What follows belongs to an exercise in optimizing a design on an open flow for small area and few clock cycles per item; a production flow would make more cautious choices.
No functional check of the RTL was part of any run shown here.

==> flow/design.v, too long to show whole: its modules and the start of the top module <==
// module fp_mult_pipe: 1693 lines
// module fp_mult_fa: 10 lines
// module fp_mult_ha: 9 lines
// module fp_mult_han: 9 lines
module fp_mult_pipe #(
    parameter int EXP_W = 8,
    parameter int MAN_W = 23
) (
    input  logic                   clk,
    input  logic                   rst_n,
    input  logic                   in_valid,
    output logic                   in_ready,
    input  logic [EXP_W+MAN_W:0]   a,
    input  logic [EXP_W+MAN_W:0]   b,
    output logic                   out_valid,
    input  logic                   out_ready,
    output logic [EXP_W+MAN_W:0]   product,
    output logic [4:0]             flags
);
  // ...
==> flow/flow/run.sh <==
#!/bin/bash
# Standard layout, with the port buffers taken from the smallest buffer cell.
export BUFFER_PORTS_ARGS="-buffer_cell sky130_fd_sc_hd__buf_2"
bash standard.sh > standard.log 2>&1
==> flow/standard.sh <==
#!/bin/bash
# synth_recipe.tcl (not shown) runs the flow's synth.tcl, then flattens the netlist and writes it again
# the make line also repeats each setting of config.mk as NAME=value (left out here)
make -C /OpenROAD-flow-scripts/flow DESIGN_CONFIG=/design/flow/config.mk WORK_HOME=/design/flow/orfs CLKGATE_MAP_FILE= SYNTH_SCRIPT=/design/flow/synth_recipe.tcl "${@:-finish}"
==> flow/config.mk <==
export PLATFORM = sky130hd
export DESIGN_NAME = fp_mult_pipe
export DESIGN_NICKNAME = fp_mult_pipe
export VERILOG_FILES = /design/flow/design.v
export SDC_FILE = /design/flow/constraint.sdc
export NUM_CORES = 4
export LEC_CHECK = 0
export CAP_MARGIN = 20
export CORE_MARGIN = 2
export CORE_UTILIZATION = 40
export GPL_TIMING_DRIVEN = 0
export SETUP_SLACK_MARGIN = 0.05
export SLEW_MARGIN = 20
export SYNTH_HIERARCHICAL = 1
==> flow/constraint.sdc <==
create_clock -name core_clock -period 7.5 [get_ports {clk}]
set_input_delay 1.5000 -clock core_clock [delete_from_list [all_inputs] [get_ports {clk}]]
set_output_delay 1.5000 -clock core_clock [all_outputs]
set_load 0.01 [all_outputs]
==> summary.md, run 1 <==
| Metric | Value |
|---|---|
| Num sequential | `about 40` |
| Crit share post-route | `a little over nine tenths` |
| Clk pin slew, worst setup/hold paths | `roughly 50 ps` |
| Initial DRT Pass Iterations | `23` |
| Max_cap viols | `0` |
| Tap Count | `slightly above 600` |
| Critical Path AT | `7340 ps` |
| R2R setup slack | `approximately 6300 ps` |
| RSZ-0062 raised after global routing | `no` |
| Busiest grt layer | `met2` |
| Hold buffer count at cts | `0` |
| Critical path peak fanout | `10` |
| Routed Antenna Nets | `0` |
| Ys Warns | `7` |
| Final hold vios | `0` |
| Sequential area share after synthesis | `under 10%` |
| Reg2Reg Launch Point | `v_r` |
| Die area | `0.04909 mm^2` |
| Worst path bufs/invs | `2` |
| Count of input and output buffers | `64` |
| Critical path endpoint | `p_r[39]` |
| Post-route insts no fill | `about 2700` |
| Initial antenna violation count | `0` |
| Worst skew pair latency | `280 ps` |
| Async SR Flop Fraction | `~2.4%` |
| Non-clock buffer count in the final layout | `250` |
| Least-Margin Pin Slew | `about 740 ps` |
| Final core occ | `47.07%` |
| Syn Area/Cell | `roughly 9.5 um^2` |
| Slew Limit Fails | `0` |
| Setup WS pre-CTS | `-1729 ps` |
| CP max-delay cell | `fa_1` |
| Yosys reg bits | `around 40` |
| Status | `complete, no violations` |
| Metal-1 WL | `roughly 26000 um` |
==> run 2, diff against run 1 <==
--- a/flow/design.v
+++ b/flow/design.v
@@ -12,16 +12,18 @@
     input  logic                   out_ready,
     output logic [EXP_W+MAN_W:0]   product,
     output logic [4:0]             flags
 );
     logic        a_zero_s, b_zero_s, a_max_s, b_max_s, a_mz_s, b_mz_s;
     logic        a_inf_s, b_inf_s, a_nan_s, b_nan_s;
     logic        nan_s, inv_s, inf_s, zero_s, sign_s;
     logic [47:0] tx_s, ty_s, prod_s;
+    logic [47:22] phi_s;
+    logic        st_s;
     logic        v_r;
     logic [47:22] p_r;
     logic        st_r;
     logic [8:0]  e_r;
     logic        s_r;
     logic        f_r;     
     logic        m1_r;    
     logic        m2_r;    
@@ -1632,25 +1634,25 @@
     wire s1582, c1583;
     fp_mult_fa u_s1582 (.x(c1413), .y(s1496), .z(c1495), .s(s1582), .c(c1583));
     wire s1584, c1585;
     fp_mult_fa u_s1584 (.x(c1415), .y(s1498), .z(c1497), .s(s1584), .c(c1585));
     wire s1586, c1587;
     fp_mult_fa u_s1586 (.x(p552), .y(p575), .z(c1499), .s(s1586), .c(c1587));
     assign tx_s = {1'b1, c1587, c1585, c1583, c1581, c1579, c1577, c1575, c1573, c1571, c1569, c1567, c1565, c1563, c1561, c1559, c1557, c1555, c1553, c1551, c1549, c1547, c1545, c1543, c1541, c1539, c1537, c1535, c1533, c1531, c1529, c1527, c1525, c1523, c1521, c1519, c1517, c1515, c1513, c1511, c1509, c1507, c1505, c1503, c1501, s1500, p2, p1};
     assign ty_s = {1'b1, 1'b0, s1586, s1584, s1582, s1580, s1578, s1576, s1574, s1572, s1570, s1568, s1566, s1564, s1562, s1560, s1558, s1556, s1554, s1552, s1550, s1548, s1546, s1544, s1542, s1540, s1538, s1536, s1534, s1532, s1530, s1528, s1526, s1524, s1522, s1520, s1518, s1516, s1514, s1512, s1510, s1508, s1506, s1504, s1502, p49, p25, 1'b1};
-    assign prod_s = ~(tx_s + ty_s + 48'd1);
+    fp_mult_add u_add (.x(tx_s), .y(ty_s), .s(phi_s), .st(st_s));
     always_ff @(posedge clk or negedge rst_n) begin
         if (!rst_n) v_r <= 1'b0;
         else if (in_ready) v_r <= in_valid;
     end
     always_ff @(posedge clk) begin
         if (in_ready) begin
-            p_r  <= prod_s[47:22];
-            st_r <= |prod_s[21:0];
+            p_r  <= phi_s;
+            st_r <= st_s;
             e_r  <= {1'b0, a[30:23]} + {1'b0, b[30:23]};
             s_r  <= sign_s & ~(nan_s | inv_s);
             f_r  <= nan_s | inf_s;
             m1_r <= (nan_s | inv_s) | (~inf_s & zero_s);
             m2_r <= inv_s;
         end
     end
     assign hi_s      = p_r[47];
@@ -1714,8 +1716,301 @@
     input  logic x,
     input  logic y,
     output logic s,
     output logic c
 );
     assign s = ~(x ^ y);
     assign c = x | y;
 endmodule
+module fp_mult_add (
+    input  logic [47:0] x,
+    input  logic [47:0] y,
+    output logic [47:22] s,
+    output logic st
+);
+    logic [47:0] g, p;
+    assign g = ~(x | y);
+    assign p = x ^ y;
+    logic G1; assign G1 = g[1] | (p[1] & g[0]);
+    logic P1; assign P1 = p[1] & p[0];
+    logic G2; assign G2 = g[3] | (p[3] & g[2]);
+    logic P2; assign P2 = p[3] & p[2];
+    logic G3; assign G3 = g[5] | (p[5] & g[4]);
+    logic P3; assign P3 = p[5] & p[4];
+    logic G4; assign G4 = g[7] | (p[7] & g[6]);
+    logic P4; assign P4 = p[7] & p[6];
+    logic G5; assign G5 = g[9] | (p[9] & g[8]);
+    logic P5; assign P5 = p[9] & p[8];
+    logic G6; assign G6 = g[11] | (p[11] & g[10]);
+    logic P6; assign P6 = p[11] & p[10];
+    logic G7; assign G7 = g[13] | (p[13] & g[12]);
+    logic P7; assign P7 = p[13] & p[12];
+    logic G8; assign G8 = g[15] | (p[15] & g[14]);
+    logic P8; assign P8 = p[15] & p[14];
+    logic G9; assign G9 = g[17] | (p[17] & g[16]);
+    logic P9; assign P9 = p[17] & p[16];
+    logic G10; assign G10 = g[19] | (p[19] & g[18]);
+    logic P10; assign P10 = p[19] & p[18];
+    logic G11; assign G11 = g[21] | (p[21] & g[20]);
+    logic P11; assign P11 = p[21] & p[20];
+    logic G12; assign G12 = g[23] | (p[23] & g[22]);
+    logic P12; assign P12 = p[23] & p[22];
+    logic G13; assign G13 = g[25] | (p[25] & g[24]);
+    logic P13; assign P13 = p[25] & p[24];
+    logic G14; assign G14 = g[27] | (p[27] & g[26]);
+    logic P14; assign P14 = p[27] & p[26];
+    logic G15; assign G15 = g[29] | (p[29] & g[28]);
+    logic P15; assign P15 = p[29] & p[28];
+    logic G16; assign G16 = g[31] | (p[31] & g[30]);
+    logic P16; assign P16 = p[31] & p[30];
+    logic G17; assign G17 = g[33] | (p[33] & g[32]);
+    logic P17; assign P17 = p[33] & p[32];
+    logic G18; assign G18 = g[35] | (p[35] & g[34]);
+    logic P18; assign P18 = p[35] & p[34];
+    logic G19; assign G19 = g[37] | (p[37] & g[36]);
+    logic P19; assign P19 = p[37] & p[36];
+    logic G20; assign G20 = g[39] | (p[39] & g[38]);
+    logic P20; assign P20 = p[39] & p[38];
+    logic G21; assign G21 = g[41] | (p[41] & g[40]);
+    logic P21; assign P21 = p[41] & p[40];
+    logic G22; assign G22 = g[43] | (p[43] & g[42]);
+    logic P22; assign P22 = p[43] & p[42];
+    logic G23; assign G23 = g[45] | (p[45] & g[44]);
+    logic P23; assign P23 = p[45] & p[44];
+    logic G24; assign G24 = g[47] | (p[47] & g[46]);
+    logic P24; assign P24 = p[47] & p[46];
+    logic G25; assign G25 = g[2] | (p[2] & G1);
+    logic P25; assign P25 = p[2] & P1;
+    logic G26; assign G26 = G2 | (P2 & G1);
+    logic P26; assign P26 = P2 & P1;
+    logic G27; assign G27 = g[6] | (p[6] & G3);
+    logic P27; assign P27 = p[6] & P3;
+    logic G28; assign G28 = G4 | (P4 & G3);
+    logic P28; assign P28 = P4 & P3;
+    logic G29; assign G29 = g[10] | (p[10] & G5);
+    logic P29; assign P29 = p[10] & P5;
+    logic G30; assign G30 = G6 | (P6 & G5);
+    logic P30; assign P30 = P6 & P5;
+    logic G31; assign G31 = g[14] | (p[14] & G7);
+    logic P31; assign P31 = p[14] & P7;
+    logic G32; assign G32 = G8 | (P8 & G7);
+    logic P32; assign P32 = P8 & P7;
+    logic G33; assign G33 = g[18] | (p[18] & G9);
+    logic P33; assign P33 = p[18] & P9;
+    logic G34; assign G34 = G10 | (P10 & G9);
+    logic P34; assign P34 = P10 & P9;
+    logic G35; assign G35 = g[22] | (p[22] & G11);
+    logic P35; assign P35 = p[22] & P11;
+    logic G36; assign G36 = G12 | (P12 & G11);
+    logic P36; assign P36 = P12 & P11;
+    logic G37; assign G37 = g[26] | (p[26] & G13);
+    logic P37; assign P37 = p[26] & P13;
+    logic G38; assign G38 = G14 | (P14 & G13);
+    logic P38; assign P38 = P14 & P13;
+    logic G39; assign G39 = g[30] | (p[30] & G15);
+    logic P39; assign P39 = p[30] & P15;
+    logic G40; assign G40 = G16 | (P16 & G15);
+    logic P40; assign P40 = P16 & P15;
+    logic G41; assign G41 = g[34] | (p[34] & G17);
+    logic P41; assign P41 = p[34] & P17;
+    logic G42; assign G42 = G18 | (P18 & G17);
+    logic P42; assign P42 = P18 & P17;
+    logic G43; assign G43 = g[38] | (p[38] & G19);
+    logic P43; assign P43 = p[38] & P19;
+    logic G44; assign G44 = G20 | (P20 & G19);
+    logic P44; assign P44 = P20 & P19;
+    logic G45; assign G45 = g[42] | (p[42] & G21);
+    logic P45; assign P45 = p[42] & P21;
+    logic G46; assign G46 = G22 | (P22 & G21);
+    logic P46; assign P46 = P22 & P21;
+    logic G47; assign G47 = g[46] | (p[46] & G23);
+    logic P47; assign P47 = p[46] & P23;
+    logic G48; assign G48 = G24 | (P24 & G23);
+    logic P48; assign P48 = P24 & P23;
+    logic G49; assign G49 = g[4] | (p[4] & G26);
+    logic P49; assign P49 = p[4] & P26;
+    logic G50; assign G50 = G3 | (P3 & G26);
+    logic P50; assign P50 = P3 & P26;
+    logic G51; assign G51 = G27 | (P27 & G26);
+    logic P51; assign P51 = P27 & P26;
+    logic G52; assign G52 = G28 | (P28 & G26);
+    logic P52; assign P52 = P28 & P26;
+    logic G53; assign G53 = g[12] | (p[12] & G30);
+    logic P53; assign P53 = p[12] & P30;
+    logic G54; assign G54 = G7 | (P7 & G30);
+    logic P54; assign P54 = P7 & P30;
+    logic G55; assign G55 = G31 | (P31 & G30);
+    logic P55; assign P55 = P31 & P30;
+    logic G56; assign G56 = G32 | (P32 & G30);
+    logic P56; assign P56 = P32 & P30;
+    logic G57; assign G57 = g[20] | (p[20] & G34);
+    logic P57; assign P57 = p[20] & P34;
+    logic G58; assign G58 = G11 | (P11 & G34);
+    logic P58; assign P58 = P11 & P34;
+    logic G59; assign G59 = G35 | (P35 & G34);
+    logic P59; assign P59 = P35 & P34;
+    logic G60; assign G60 = G36 | (P36 & G34);
+    logic P60; assign P60 = P36 & P34;
+    logic G61; assign G61 = g[28] | (p[28] & G38);
+    logic P61; assign P61 = p[28] & P38;
+    logic G62; assign G62 = G15 | (P15 & G38);
+    logic P62; assign P62 = P15 & P38;
+    logic G63; assign G63 = G39 | (P39 & G38);
+    logic P63; assign P63 = P39 & P38;
+    logic G64; assign G64 = G40 | (P40 & G38);
+    logic P64; assign P64 = P40 & P38;
+    logic G65; assign G65 = g[36] | (p[36] & G42);
+    logic P65; assign P65 = p[36] & P42;
+    logic G66; assign G66 = G19 | (P19 & G42);
+    logic P66; assign P66 = P19 & P42;
+    logic G67; assign G67 = G43 | (P43 & G42);
+    logic P67; assign P67 = P43 & P42;
+    logic G68; assign G68 = G44 | (P44 & G42);
+    logic P68; assign P68 = P44 & P42;
+    logic G69; assign G69 = g[44] | (p[44] & G46);
+    logic P69; assign P69 = p[44] & P46;
+    logic G70; assign G70 = G23 | (P23 & G46);
+    logic P70; assign P70 = P23 & P46;
+    logic G71; assign G71 = G47 | (P47 & G46);
+    logic P71; assign P71 = P47 & P46;
+    logic G72; assign G72 = G48 | (P48 & G46);
+    logic P72; assign P72 = P48 & P46;
+    logic G73; assign G73 = g[8] | (p[8] & G52);
+    logic P73; assign P73 = p[8] & P52;
+    logic G74; assign G74 = G5 | (P5 & G52);
+    logic P74; assign P74 = P5 & P52;
+    logic G75; assign G75 = G29 | (P29 & G52);
+    logic P75; assign P75 = P29 & P52;
+    logic G76; assign G76 = G30 | (P30 & G52);
+    logic P76; assign P76 = P30 & P52;
+    logic G77; assign G77 = G53 | (P53 & G52);
+    logic P77; assign P77 = P53 & P52;
+    logic G78; assign G78 = G54 | (P54 & G52);
+    logic P78; assign P78 = P54 & P52;
+    logic G79; assign G79 = G55 | (P55 & G52);
+    logic P79; assign P79 = P55 & P52;
+    logic G80; assign G80 = G56 | (P56 & G52);
+    logic P80; assign P80 = P56 & P52;
+    logic G81; assign G81 = g[24] | (p[24] & G60);
+    logic P81; assign P81 = p[24] & P60;
+    logic G82; assign G82 = G13 | (P13 & G60);
+    logic P82; assign P82 = P13 & P60;
+    logic G83; assign G83 = G37 | (P37 & G60);
+    logic P83; assign P83 = P37 & P60;
+    logic G84; assign G84 = G38 | (P38 & G60);
+    logic P84; assign P84 = P38 & P60;
+    logic G85; assign G85 = G61 | (P61 & G60);
+    logic P85; assign P85 = P61 & P60;
+    logic G86; assign G86 = G62 | (P62 & G60);
+    logic P86; assign P86 = P62 & P60;
+    logic G87; assign G87 = G63 | (P63 & G60);
+    logic P87; assign P87 = P63 & P60;
+    logic G88; assign G88 = G64 | (P64 & G60);
+    logic P88; assign P88 = P64 & P60;
+    logic G89; assign G89 = g[40] | (p[40] & G68);
+    logic P89; assign P89 = p[40] & P68;
+    logic G90; assign G90 = G21 | (P21 & G68);
+    logic P90; assign P90 = P21 & P68;
+    logic G91; assign G91 = G45 | (P45 & G68);
+    logic P91; assign P91 = P45 & P68;
+    logic G92; assign G92 = G46 | (P46 & G68);
+    logic P92; assign P92 = P46 & P68;
+    logic G93; assign G93 = G69 | (P69 & G68);
+    logic P93; assign P93 = P69 & P68;
+    logic G94; assign G94 = G70 | (P70 & G68);
+    logic P94; assign P94 = P70 & P68;
+    logic G95; assign G95 = G71 | (P71 & G68);
+    logic P95; assign P95 = P71 & P68;
+    logic G96; assign G96 = G72 | (P72 & G68);
+    logic P96; assign P96 = P72 & P68;
+    logic G97; assign G97 = g[16] | (p[16] & G80);
+    logic P97; assign P97 = p[16] & P80;
+    logic G98; assign G98 = G9 | (P9 & G80);
+    logic P98; assign P98 = P9 & P80;
+    logic G99; assign G99 = G33 | (P33 & G80);
+    logic P99; assign P99 = P33 & P80;
+    logic G100; assign G100 = G34 | (P34 & G80);
+    logic P100; assign P100 = P34 & P80;
+    logic G101; assign G101 = G57 | (P57 & G80);
+    logic P101; assign P101 = P57 & P80;
+    logic G102; assign G102 = G58 | (P58 & G80);
+    logic P102; assign P102 = P58 & P80;
+    logic G103; assign G103 = G59 | (P59 & G80);
+    logic P103; assign P103 = P59 & P80;
+    logic G104; assign G104 = G60 | (P60 & G80);
+    logic P104; assign P104 = P60 & P80;
+    logic G105; assign G105 = G81 | (P81 & G80);
+    logic P105; assign P105 = P81 & P80;
+    logic G106; assign G106 = G82 | (P82 & G80);
+    logic P106; assign P106 = P82 & P80;
+    logic G107; assign G107 = G83 | (P83 & G80);
+    logic P107; assign P107 = P83 & P80;
+    logic G108; assign G108 = G84 | (P84 & G80);
+    logic P108; assign P108 = P84 & P80;
+    logic G109; assign G109 = G85 | (P85 & G80);
+    logic P109; assign P109 = P85 & P80;
+    logic G110; assign G110 = G86 | (P86 & G80);
+    logic P110; assign P110 = P86 & P80;
+    logic G111; assign G111 = G87 | (P87 & G80);
+    logic P111; assign P111 = P87 & P80;
+    logic G112; assign G112 = G88 | (P88 & G80);
+    logic P112; assign P112 = P88 & P80;
+    logic G113; assign G113 = g[32] | (p[32] & G112);
+    logic P113; assign P113 = p[32] & P112;
+    logic G114; assign G114 = G17 | (P17 & G112);
+    logic P114; assign P114 = P17 & P112;
+    logic G115; assign G115 = G41 | (P41 & G112);
+    logic P115; assign P115 = P41 & P112;
+    logic G116; assign G116 = G42 | (P42 & G112);
+    logic P116; assign P116 = P42 & P112;
+    logic G117; assign G117 = G65 | (P65 & G112);
+    logic P117; assign P117 = P65 & P112;
+    logic G118; assign G118 = G66 | (P66 & G112);
+    logic P118; assign P118 = P66 & P112;
+    logic G119; assign G119 = G67 | (P67 & G112);
+    logic P119; assign P119 = P67 & P112;
+    logic G120; assign G120 = G68 | (P68 & G112);
+    logic P120; assign P120 = P68 & P112;
+    logic G121; assign G121 = G89 | (P89 & G112);
+    logic P121; assign P121 = P89 & P112;
+    logic G122; assign G122 = G90 | (P90 & G112);
+    logic P122; assign P122 = P90 & P112;
+    logic G123; assign G123 = G91 | (P91 & G112);
+    logic P123; assign P123 = P91 & P112;
+    logic G124; assign G124 = G92 | (P92 & G112);
+    logic P124; assign P124 = P92 & P112;
+    logic G125; assign G125 = G93 | (P93 & G112);
+    logic P125; assign P125 = P93 & P112;
+    logic G126; assign G126 = G94 | (P94 & G112);
+    logic P126; assign P126 = P94 & P112;
+    logic G127; assign G127 = G95 | (P95 & G112);
+    logic P127; assign P127 = P95 & P112;
+    logic G128; assign G128 = G96 | (P96 & G112);
+    logic P128; assign P128 = P96 & P112;
+    assign s[22] = p[22] ^ G102;
+    assign s[23] = p[23] ^ G103;
+    assign s[24] = p[24] ^ G104;
+    assign s[25] = p[25] ^ G105;
+    assign s[26] = p[26] ^ G106;
+    assign s[27] = p[27] ^ G107;
+    assign s[28] = p[28] ^ G108;
+    assign s[29] = p[29] ^ G109;
+    assign s[30] = p[30] ^ G110;
+    assign s[31] = p[31] ^ G111;
+    assign s[32] = p[32] ^ G112;
+    assign s[33] = p[33] ^ G113;
+    assign s[34] = p[34] ^ G114;
+    assign s[35] = p[35] ^ G115;
+    assign s[36] = p[36] ^ G116;
+    assign s[37] = p[37] ^ G117;
+    assign s[38] = p[38] ^ G118;
+    assign s[39] = p[39] ^ G119;
+    assign s[40] = p[40] ^ G120;
+    assign s[41] = p[41] ^ G121;
+    assign s[42] = p[42] ^ G122;
+    assign s[43] = p[43] ^ G123;
+    assign s[44] = p[44] ^ G124;
+    assign s[45] = p[45] ^ G125;
+    assign s[46] = p[46] ^ G126;
+    assign s[47] = p[47] ^ G127;
+    assign st = (p[0]) | (p[1] ^ g[0]) | (p[2] ^ G1) | (p[3] ^ G25) | (p[4] ^ G26) | (p[5] ^ G49) | (p[6] ^ G50) | (p[7] ^ G51) | (p[8] ^ G52) | (p[9] ^ G73) | (p[10] ^ G74) | (p[11] ^ G75) | (p[12] ^ G76) | (p[13] ^ G77) | (p[14] ^ G78) | (p[15] ^ G79) | (p[16] ^ G80) | (p[17] ^ G97) | (p[18] ^ G98) | (p[19] ^ G99) | (p[20] ^ G100) | (p[21] ^ G101);
+endmodule
==> run 2 against run 1 <==
Net effect:
- critical path depth grew 2
- wire length shrank 8.8%
- worst setup slack worse by 98 ps
- critical path type unchanged
- flip-flop and latch count unchanged
- clock skew hardly changed
- register-to-register slack worse by 70 ps
- non-clock buffer count down 8
- final cell count down 2.6%
- first-iteration DRC count shrank 14%
- maximum frequency shrank 1.3%
- hold slack better by 66 ps
==> summary.md, run 2 <==
| Metric | Value |
|---|---|
| Largest regs | `p_r x26, e_r x9 (unchanged)` |
| FF-to-FF End | `st_r (was f_r)` |
| Average wire per standard cell | `22.44 um (was 23.96 um)` |
| Nets | `2683 (was 2742)` |
| Max clock buf depth | `2 (unchanged)` |
| GR Layer Usage met2 | `41.70% (was 43.27%)` |
| Met1 global-route usage | `32.20% (was 36.14%)` |
| Register Area | `0.001226 mm^2 (unchanged)` |
| DR iter-0 viols | `1073 (was 1244)` |
| Initial DRT Pass Iterations | `6 (was 23)` |
| Site Rows | `78 (was 79)` |
| Area Overhead vs Synth | `17.16% (was 15.99%)` |
| Final Critical Period | `7403 ps (was 7304 ps)` |
| R2R setup slack | `6250 ps (was 6320 ps)` |
| Async SR Flop Fraction | `2.439% (unchanged)` |
| Commonest non-fill, non-tap cell in the layout | `nand2_1 (unchanged)` |
| Post-route insts no fill | `2642 (was 2713)` |
| Detailed Route WL | `59290 um (was 65010 um)` |
| Setup CP Type | `input pin to flop (unchanged)` |
| HPWL after DPL | `48610 um (was 53020 um)` |
| Via count | `14480 (was 15610)` |
| Initial core utilization | `40.78% (was 40.58%)` |
| Worst Setup Start Kind | `input pin (unchanged)` |
| Largest cells by area after synthesis | `fa_1 55%, nand2_1 12%, edfxtp_1 6.5% (was fa_1 54%, nand2_1 12%, edfxtp_1 6.3%)` |
| Worst Setup SP | `b[12] (was b[8])` |
| Syn Area/Cell | `9.649 um^2 (was 9.520 um^2)` |
| Cells on worst reg2reg path | `2 (unchanged)` |
| Vias in the first global route | `16210 (was 16610)` |
| Least-Margin Pin Slew | `640.8 ps (was 738.4 ps)` |
| Slew HR | `56.18% (was 50.65%)` |
| IO Pins | `107 (unchanged)` |
| Final Worst Setup Slack | `97.26 ps (was 195.5 ps)` |
| Root Driver | `clkbuf_16 (unchanged)` |
| Crit share post-route | `98.70% (was 97.39%)` |
| Worst Hold Path EP | `v_r (unchanged)` |
| Hold Path Cell Cnt | `2 (unchanged)` |
| CP endpoint kind | `flop (unchanged)` |
| Worst EP required | `7520 ps (was 7530 ps)` |
| Global-route wire length before repair | `91750 um (was 99190 um)` |
| Routed Antenna Nets | `0 (unchanged)` |
| Clk_skew | `5.566 ps (was 5.186 ps)` |
| Share of cells above drive strength 1 | `17.93% (was 16.05%)` |
| Hold wc startpoint | `v_r (unchanged)` |
| Status | `complete, no violations (unchanged)` |
| Synth Flop Type | `edfxtp_1 (unchanged)` |
| Die Span X | `219.5 um (was 221.6 um)` |
| Max_cap viols | `0 (unchanged)` |
| Distinct cells, synth | `79 (was 80)` |
| DRC viols | `0 (unchanged)` |
| Initial antenna violation count | `4 (was 0)` |
| Critical path peak fanout | `8 (was 10)` |
| Final hold vios | `0 (unchanged)` |
| Most flops, register | `p_r (unchanged)` |
| Reg2Reg Launch Point | `v_r (unchanged)` |
| Clk sinks | `41 (unchanged)` |
| Met3 Resource Use GR | `6.197% (was 4.386%)` |
| Largest net degree at the start of global routing | `31 (was 34)` |
| Area of the multi-input gates | `0.01661 mm^2 (was 0.01720 mm^2)` |
| Vias/cell | `5.480 (was 5.752)` |
| Post-synth EDFFs | `40 (unchanged)` |
| Setup WS pre-CTS | `-1458 ps (was -1729 ps)` |
| # H-tree levels | `2 (unchanged)` |
| Core area | `0.04558 mm^2 (was 0.04665 mm^2)` |
| Max reg flops | `26 (unchanged)` |
| Final core occ | `47.77% (was 47.07%)` |
| Overall routing resource usage | `25.47% (was 26.63%)` |
| Most frequent cell after synthesis | `nand2_1 (unchanged)` |
| Fillers | `4176 (was 4405)` |
| Slew Limit Fails | `0 (unchanged)` |
| Hold Crit Class | `flop to flop (unchanged)` |
| Ys Warns | `7 (unchanged)` |
| FMAX | `135.1 MHz (was 136.9 MHz)` |
| Sequential area share after synthesis | `6.598% (was 6.476%)` |
| Busiest grt layer | `met2 (unchanged)` |
| Count of input and output buffers | `60 (was 64)` |
| Setup TNS | `0 ps (unchanged)` |
| Mapped Cells | `1926 (was 1989)` |
| Worst skew pair latency | `280 ps (about the same)` |
| RSZ-0062 raised after global routing | `yes (was no)` |
| Placed insts | `2612 (was 2683)` |
| Critical Path AT | `7420 ps (was 7340 ps)` |
| CTS tree | `yes (unchanged)` |
| Num CTS Buffers | `5 (unchanged)` |
| Clk pin slew, worst setup/hold paths | `60 ps (was 50 ps)` |
| Synth area leader | `fa_1 (unchanged)` |
| Hold buffer count at cts | `0 (unchanged)` |
| Global route overflow | `0 (unchanged)` |
| Die area | `0.04820 mm^2 (was 0.04909 mm^2)` |
| GPL Wtd Cong | `0.9735 (was 1.016)` |
| Most frequent cells in the layout | `575 x nand2_1, 469 x fa_1, 169 x inv_1 (was 603 x nand2_1, 467 x fa_1, 78 x inv_1)` |
| Synth Cell Area | `0.01858 mm^2 (was 0.01893 mm^2)` |
| Final setup vio count | `0 (unchanged)` |
| Commonest cells post-synth | `576 x nand2_1, 514 x fa_1, 171 x inv_1 (was 604 x nand2_1, 509 x fa_1, 145 x clkbuf_1)` |
| Synth top area share | `55.37% (was 53.82%)` |
| Yosys reg bits | `41 (unchanged)` |
| Die Y | `219.5 um (was 221.6 um)` |
==> run 2: changes by cell type after synthesis, sizes merged, moves of 11 or more <==
cell   change
nor2      -21
inv       +93
nand3     -11
a31oi     -11
nand2     -26
a21oi     -27
==> run 2: worst max-delay path, stage by stage <==
cell,delay (ps)
clkbuf_8,160
clkbuf_16,180
buf_4,140
nand2_1,70
fa_1,430
fa_1,430
fa_2,610
fa_2,450
fa_2,390
fa_2,460
fa_1,550
inv_2,60
ha_4,250
and4_4,210
a221o_1,420
a21oi_4,260
a21boi_4,250
buf_4,160
o21ai_1,110
a21oi_2,190
xnor2_2,100
==> run 2: how the worst max path moves through the flow <==
stage | cells after the start | slack [ps] | endpoint
after global routing | 21 | -30 | st_r
after global placement | 21 | -1400 | p_r[42]
after floorplan | 21 | 50 | p_r[38]
final | 21 | 100 | p_r[35]
after CTS | 20 | -5 | p_r[42]
after detailed placement | 21 | -1460 | p_r[42]
==> run 2: what timing repair did <==
item | CTS | global route
setup buffers | 5 | 16
resized for setup | 326 | 205
setup endpoints to repair | 27 | 23
pin swaps | 15 | 45
==> run 2: cell type report <==
type / count / share of cell area (%)
inverters: 171 / 2.948
clock buffers: 6 / 0.5919
well taps: 600 / 3.448
multi-input cells: 1579 / 76.27
repair buffers: 82 / 2.310
clock inverters: 2 / 0.06896
plain buffers: 160 / 8.723
flip-flops and latches: 41 / 5.632
diodes: 1 / 0.01149
==> run 2: metal layers <==
layer  part of all wire, %  up-vias
met5                 0.051        -
met4                   4.4        4
met3                   8.7      149
met2                    48      713
met1                    39     7470
li1                      -     6141
==> run 2: logic make-up after synthesis <==
group	after synthesis	share of synthesized area (%)
and+or+nand+nor	748	16.97
adders and majority gates	575	59.48
buffers and inverters	331	6.908
AOI/OAI and AO/OA	153	6.228
xor gates and xnor gates	59	2.781
DFF	41	6.598
muxes	17	1.003
other	2	0.04041
==> run 2: stage by stage <==
stage | instance area, um^2 | hold slack, ps
2_1_floorplan | 18720 | 1204
6_report | 21770 | 762.5
3_5_place_dp | 19790 | 778.1
5_1_grt | 21770 | 848.4
4_1_cts | 21150 | 791.0
3_3_place_gp | 19770 | 1275
==> run 2: per-module statistics from Yosys, one instance, submodules excluded <==
| module | flops+latches | cell area [um^2] | times used | cells |
|---|---|---|---|---|
| fp_mult_pipe | 41 | 6107 | 1 | 1090 |
| fp_mult_add | 0 | 2347 | 1 | 330 |
| fp_mult_fa | 0 | 20.02 | 506 | 1 |

static timing again, ports no longer ideal:
No port has a modelled driver above. Below, the same layouts with a new extraction and two added sets of constraints. Step 1, drivers: a clkbuf_16 drives clk and a buf_2 each remaining input, both assumed. Step 2, shift: input delay + t, output delay - t, t = (earliest + latest rising clock arrival at the registers) / 2. This alone moves slack from input paths to output paths. Three values: ideal, step 1, step 2; two values: the first two.
run	t, ns	setup slack, ns	worst setup path after step 2
run 1	0.320	0.196 / 0.211 / -0.109	input to register
run 2	0.326	0.097 / 0.056 / -0.269	input to register
With both steps, setup timing fails in run 1 and run 2, where it was met with ideal ports. The setup slack of run 2, which loses most, moves by -0.041 ns with the drivers and by -0.366 ns with both steps.
